What follows belongs to an exercise in optimizing a design on an open flow for small area, a short achievable clock period and few clock cycles per item; a production flow would make more cautious choices. Function was checked by simulation only, so behaviour that the tests miss may differ from the original.

Design yuvToRgbTop, start of the top module:
module yuvToRgbTop (
  input  wire                       Clock_50_I,
  input  wire                       Resetn,
  input  wire [31:0]                inPair,
  input  wire                       inValid,
  input  wire                       rgbReady,
  input  wire                       cfgWrite,
  input  wire [8:0]                 cfgData,
  output logic                      inReady,
  output logic [48:0]               rgbPair,
  output logic                      rgbValid,
  output logic [8:0]                lineLength,
  output logic                      cfgError
);
Size: roughly 3100 cells after synthesis, roughly 110 I/O pins, roughly 0.037 mm^2 of cells after synthesis.
Settings: LEC_CHECK=0, CAP_MARGIN=20, CORE_MARGIN=2, CORE_UTILIZATION=60, SETUP_SLACK_MARGIN=5, SLEW_MARGIN=20; clock period 11.0 ns.
standard.sh (not shown) runs the stock make flow with config.mk's settings and CLKGATE_MAP_FILE= SYNTH_SCRIPT=/design/flow/synth_recipe.tcl, a recipe that flattens the netlist after the stock synthesis.
==> flow/flow/run.sh <==
#!/bin/bash
set -euo pipefail
bash ./standard.sh SETUP_SLACK_MARGIN=6.9 MATCH_CELL_FOOTPRINT=0 'BUFFER_PORTS_ARGS=-buffer_cell sky130_fd_sc_hd__buf_4' finish > standard_flow.log 2>&1
The first run ran to the end with no violations.
Testbench counts at the start, summed over its fixed seeds: cycles 4,100, items 3,972.
Edit:
==> flow/flow/run.sh (replaced) <==
#!/bin/bash
set -euo pipefail
bash ./standard.sh SETUP_SLACK_MARGIN=7.1 MATCH_CELL_FOOTPRINT=0 finish > standard_flow.log 2>&1
Outcome:
- hold slack hardly moves
- area after synthesis is unchanged
- die area stays the same
- clock-buffer cell count came out lower by 15
- clock skew came out lower by 7.4 ps
- synthesized cell count stays the same
- critical path depth came out lower by 1
- routed wire length came out lower by a few percent
Edit:
==> flow/flow/run.sh (replaced) <==
#!/bin/bash
set -euo pipefail
bash ./standard.sh SETUP_SLACK_MARGIN=6.9 MATCH_CELL_FOOTPRINT=0 finish > standard_flow.log 2>&1
--- a/flow/config.mk
+++ b/flow/config.mk
@@ -10 +10 @@
-export CORE_UTILIZATION = 60
+export CORE_UTILIZATION = 70
The new run went through all stages and came out clean.
Critical path depth increases by 9.
Utilization came out higher by 11 points.
Worst setup slack gets worse by 120 ps.
Die area fell by 14%.
Routed wire length came out higher by 5.0%.
Edit:
==> flow/flow/run.sh (replaced) <==
#!/bin/bash
set -euo pipefail
bash ./standard.sh SETUP_SLACK_MARGIN=6.9 MATCH_CELL_FOOTPRINT=0 'BUFFER_PORTS_ARGS=-buffer_cell sky130_fd_sc_hd__buf_2' finish > standard_flow.log 2>&1
--- a/flow/config.mk
+++ b/flow/config.mk
@@ -10 +10 @@
-export CORE_UTILIZATION = 70
+export CORE_UTILIZATION = 60
=>
- cell area decreases by 1.5%
- clock skew shrinks by 23 ps
- cell count increases by 1.9%
- flip-flop and latch count stays the same
- wire length decreases by 3.2%
- count of clock-buffer cells in the layout came out lower by 8
- non-clock buffer count went down by 23
Edit:
==> flow/flow/run.sh (replaced) <==
#!/bin/bash
set -euo pipefail
bash ./standard.sh SETUP_SLACK_MARGIN=7.5 finish > standard_flow.log 2>&1
--- a/flow/config.mk
+++ b/flow/config.mk
@@ -10 +10 @@
-export CORE_UTILIZATION = 60
+export CORE_UTILIZATION = 40
After rerunning: Global-route usage decreases by 8.5 points. Fmax shrinks by 0.93%. First-iteration DRC count increases by 19%. Count of clock-buffer cells in the layout grows by 11. Register-to-register slack degrades by 40 ps. Cell count came out higher by 13%.
Edit:
==> flow/flow/run.sh (replaced) <==
#!/bin/bash
set -euo pipefail
bash ./standard.sh SETUP_SLACK_MARGIN=6.9 MATCH_CELL_FOOTPRINT=0 finish > standard_flow.log 2>&1
--- a/flow/config.mk
+++ b/flow/config.mk
@@ -10 +10 @@
-export CORE_UTILIZATION = 40
+export CORE_UTILIZATION = 60
@@ -12,0 +13 @@
+export TNS_END_PERCENT = 20
Worst setup slack degrades by 67 ps; final cell count went down by 12%; register-to-register slack is worse by 70 ps; via count drops by 0.45%; die area came out lower by 33%.

* * *

== run A ==
yuvToRgbTop again, from the RTL that the note above started with.
Design yuvToRgbTop, start of the top module:
module yuvToRgbTop (
  input  wire                       Clock_50_I,
  input  wire                       Resetn,
  input  wire [31:0]                inPair,
  input  wire                       inValid,
  input  wire                       rgbReady,
  input  wire                       cfgWrite,
  input  wire [8:0]                 cfgData,
  output logic                      inReady,
  output logic [48:0]               rgbPair,
  output logic                      rgbValid,
  output logic [8:0]                lineLength,
  output logic                      cfgError
);
clock: 11.0 ns
lec_check: 0
cap_margin: 20
core_margin: 2
core_utilization: 55
setup_slack_margin: 5
slew_margin: 20
==> flow/flow/run.sh <==
#!/bin/bash
set -euo pipefail
bash ./standard.sh SETUP_SLACK_MARGIN=7.5 MATCH_CELL_FOOTPRINT=0 finish > standard_flow.log 2>&1
Testbench counts of run A, summed over its fixed seeds: cycles 4,100, items 3,972.
Input changes introduced in run B (baseline for comparison: run A):
Settings: an added CTS_BUF_LIST of sky130_fd_sc_hd__clkbuf_8; a change of CORE_UTILIZATION from 55 to 60.
==> flow/flow/run.sh <==
#!/bin/bash
set -euo pipefail
bash ./standard.sh SETUP_SLACK_MARGIN=6.9 MATCH_CELL_FOOTPRINT=0 finish > standard_flow.log 2>&1
Looking at maximum frequency from static timing analysis, run B sits 1.5% lower than run A does. Clock network contribution to total cell area, run B and run A: larger value in run A. First element of the critical path: vT[5][3] -> run B, vT[4][1] -> run A. Per the comparison of run B with run A, critical path depth went down by 1, number of placed cells counting well taps has decreased, die area moved down, number of multi-input combinational cells in the layout shows no meaningful change. Maximum number of pins on one net before global-route repair shrinks by more than 10% when moving from run A to run B.
Input-level comparison between run C and run B:
Settings: removing CTS_BUF_LIST (formerly sky130_fd_sc_hd__clkbuf_8).
Run C vs. run B: mean instance size in the synthesized netlist saw little to no change. Lower detailed-routing wirelength on met1 was reported by run C, not run B. Comparing run C with run B, the utilization of the core after routing came out essentially unchanged. Run C reached the end of the flow, and the finished layout is clean on the timing, design-rule and antenna checks. Run C — proportion of layout cells with a drive suffix above 1 0.92 points lower, run B as reference. Delta (run C minus run B): number of buffers added by the clock tree synthesis step shows a reduction of 38%; fraction of area in multi-input gates shows no meaningful change.
### run C -> run D
Settings: CORE_UTILIZATION now 40, was 60.
==> flow/flow/run.sh <==
#!/bin/bash
set -euo pipefail
bash ./standard.sh SETUP_SLACK_MARGIN=6.5 finish > standard_flow.log 2>&1
Findings:
Looking at final cell count without fillers, run D sits 392 above run C. Diff run C and run D: final standard cell area without fillers higher in run C. [diff] setup slack of the most critical reg-to-reg path, run D relative to run C: regression. Going from run C to run D, vias after detailed routing down 1108; shortest clock period the worst path allows after layout up 0.28 ns; effective utilization at floorplan down 20 points; setup slack down 0.28 ns. Per the comparison of run D with run C, count of buffering cells on the critical path with inverters included now smaller.
Edits applied to the flow inputs when going from run D to run E:
==> flow/flow/run.sh <==
#!/bin/bash
set -euo pipefail
bash ./standard.sh SETUP_SLACK_MARGIN=6.9 finish > standard_flow.log 2>&1
Findings:
- The flow did not stop early for run E: all stages ran, and the layout cleared the timing, design-rule and antenna checks.
- Run E ends up with lower post-route clock period utilization than run D does.
- Re met2 layer usage reported by global route: run D and run E aren't equal, and the lower value belongs to run D.
- Count of clock-buffer cells in the layout in run E is 1 higher than in run D
- A worst setup path endpoint of p2HgE[9] is what run D shows, while uPa[7] belongs to run E.

-- re-timing with driven ports --
In the flow no input, the clock included, has a driving cell. The finished layouts below were timed again as built, in two steps. Step 1: set_driving_cell puts a clkbuf_16 on Clock_50_I and a buf_2 on each other input, an assumption about the parent block. Step 2 adds t to the input delays and takes it off the output delays; t is the mean of the earliest and latest rising clock arrival at the registers after step 1. Input paths then give back, and output paths get back, about the clock's delay inside the block. a / b / c = no drivers / after step 1 / after step 2; a / b = the first two.
| run | t, ns | setup WS [ns] | worst register clock-pin slew, ns |
|---|---|---|---|
| the first run of note 1 | 0.653 | 6.803 / 6.803 / 6.425 | 0.06 / 0.06 |
| the second run of note 1 | 0.689 | 6.863 / 6.863 / 6.570 | 0.07 / 0.07 |
| the third run of note 1 | 0.673 | 6.743 / 6.743 / 6.381 | 0.07 / 0.07 |
| the fourth run of note 1 | 0.675 | 6.890 / 6.890 / 6.369 | 0.07 / 0.07 |
| the fifth run of note 1 | 0.688 | 6.851 / 6.851 / 6.851 | 0.07 / 0.07 |
| the sixth run of note 1 | 0.667 | 6.784 / 6.784 / 6.318 | 0.07 / 0.07 |
| run A | 0.677 | 6.907 / 6.907 / 6.907 | 0.07 / 0.07 |
| run B | 0.726 | 6.844 / 6.844 / 6.372 | 0.07 / 0.07 |
| run C | 0.670 | 6.881 / 6.881 / 6.406 | 0.07 / 0.07 |
| run D | 0.701 | 6.605 / 6.605 / 6.038 | 0.06 / 0.06 |
| run E | 0.718 | 6.865 / 6.865 / 6.530 | 0.07 / 0.07 |
After both steps every run listed still meets setup and hold. The setup slack of run D, which loses most, moves by 0.000 ns with the drivers and by -0.567 ns with both steps.
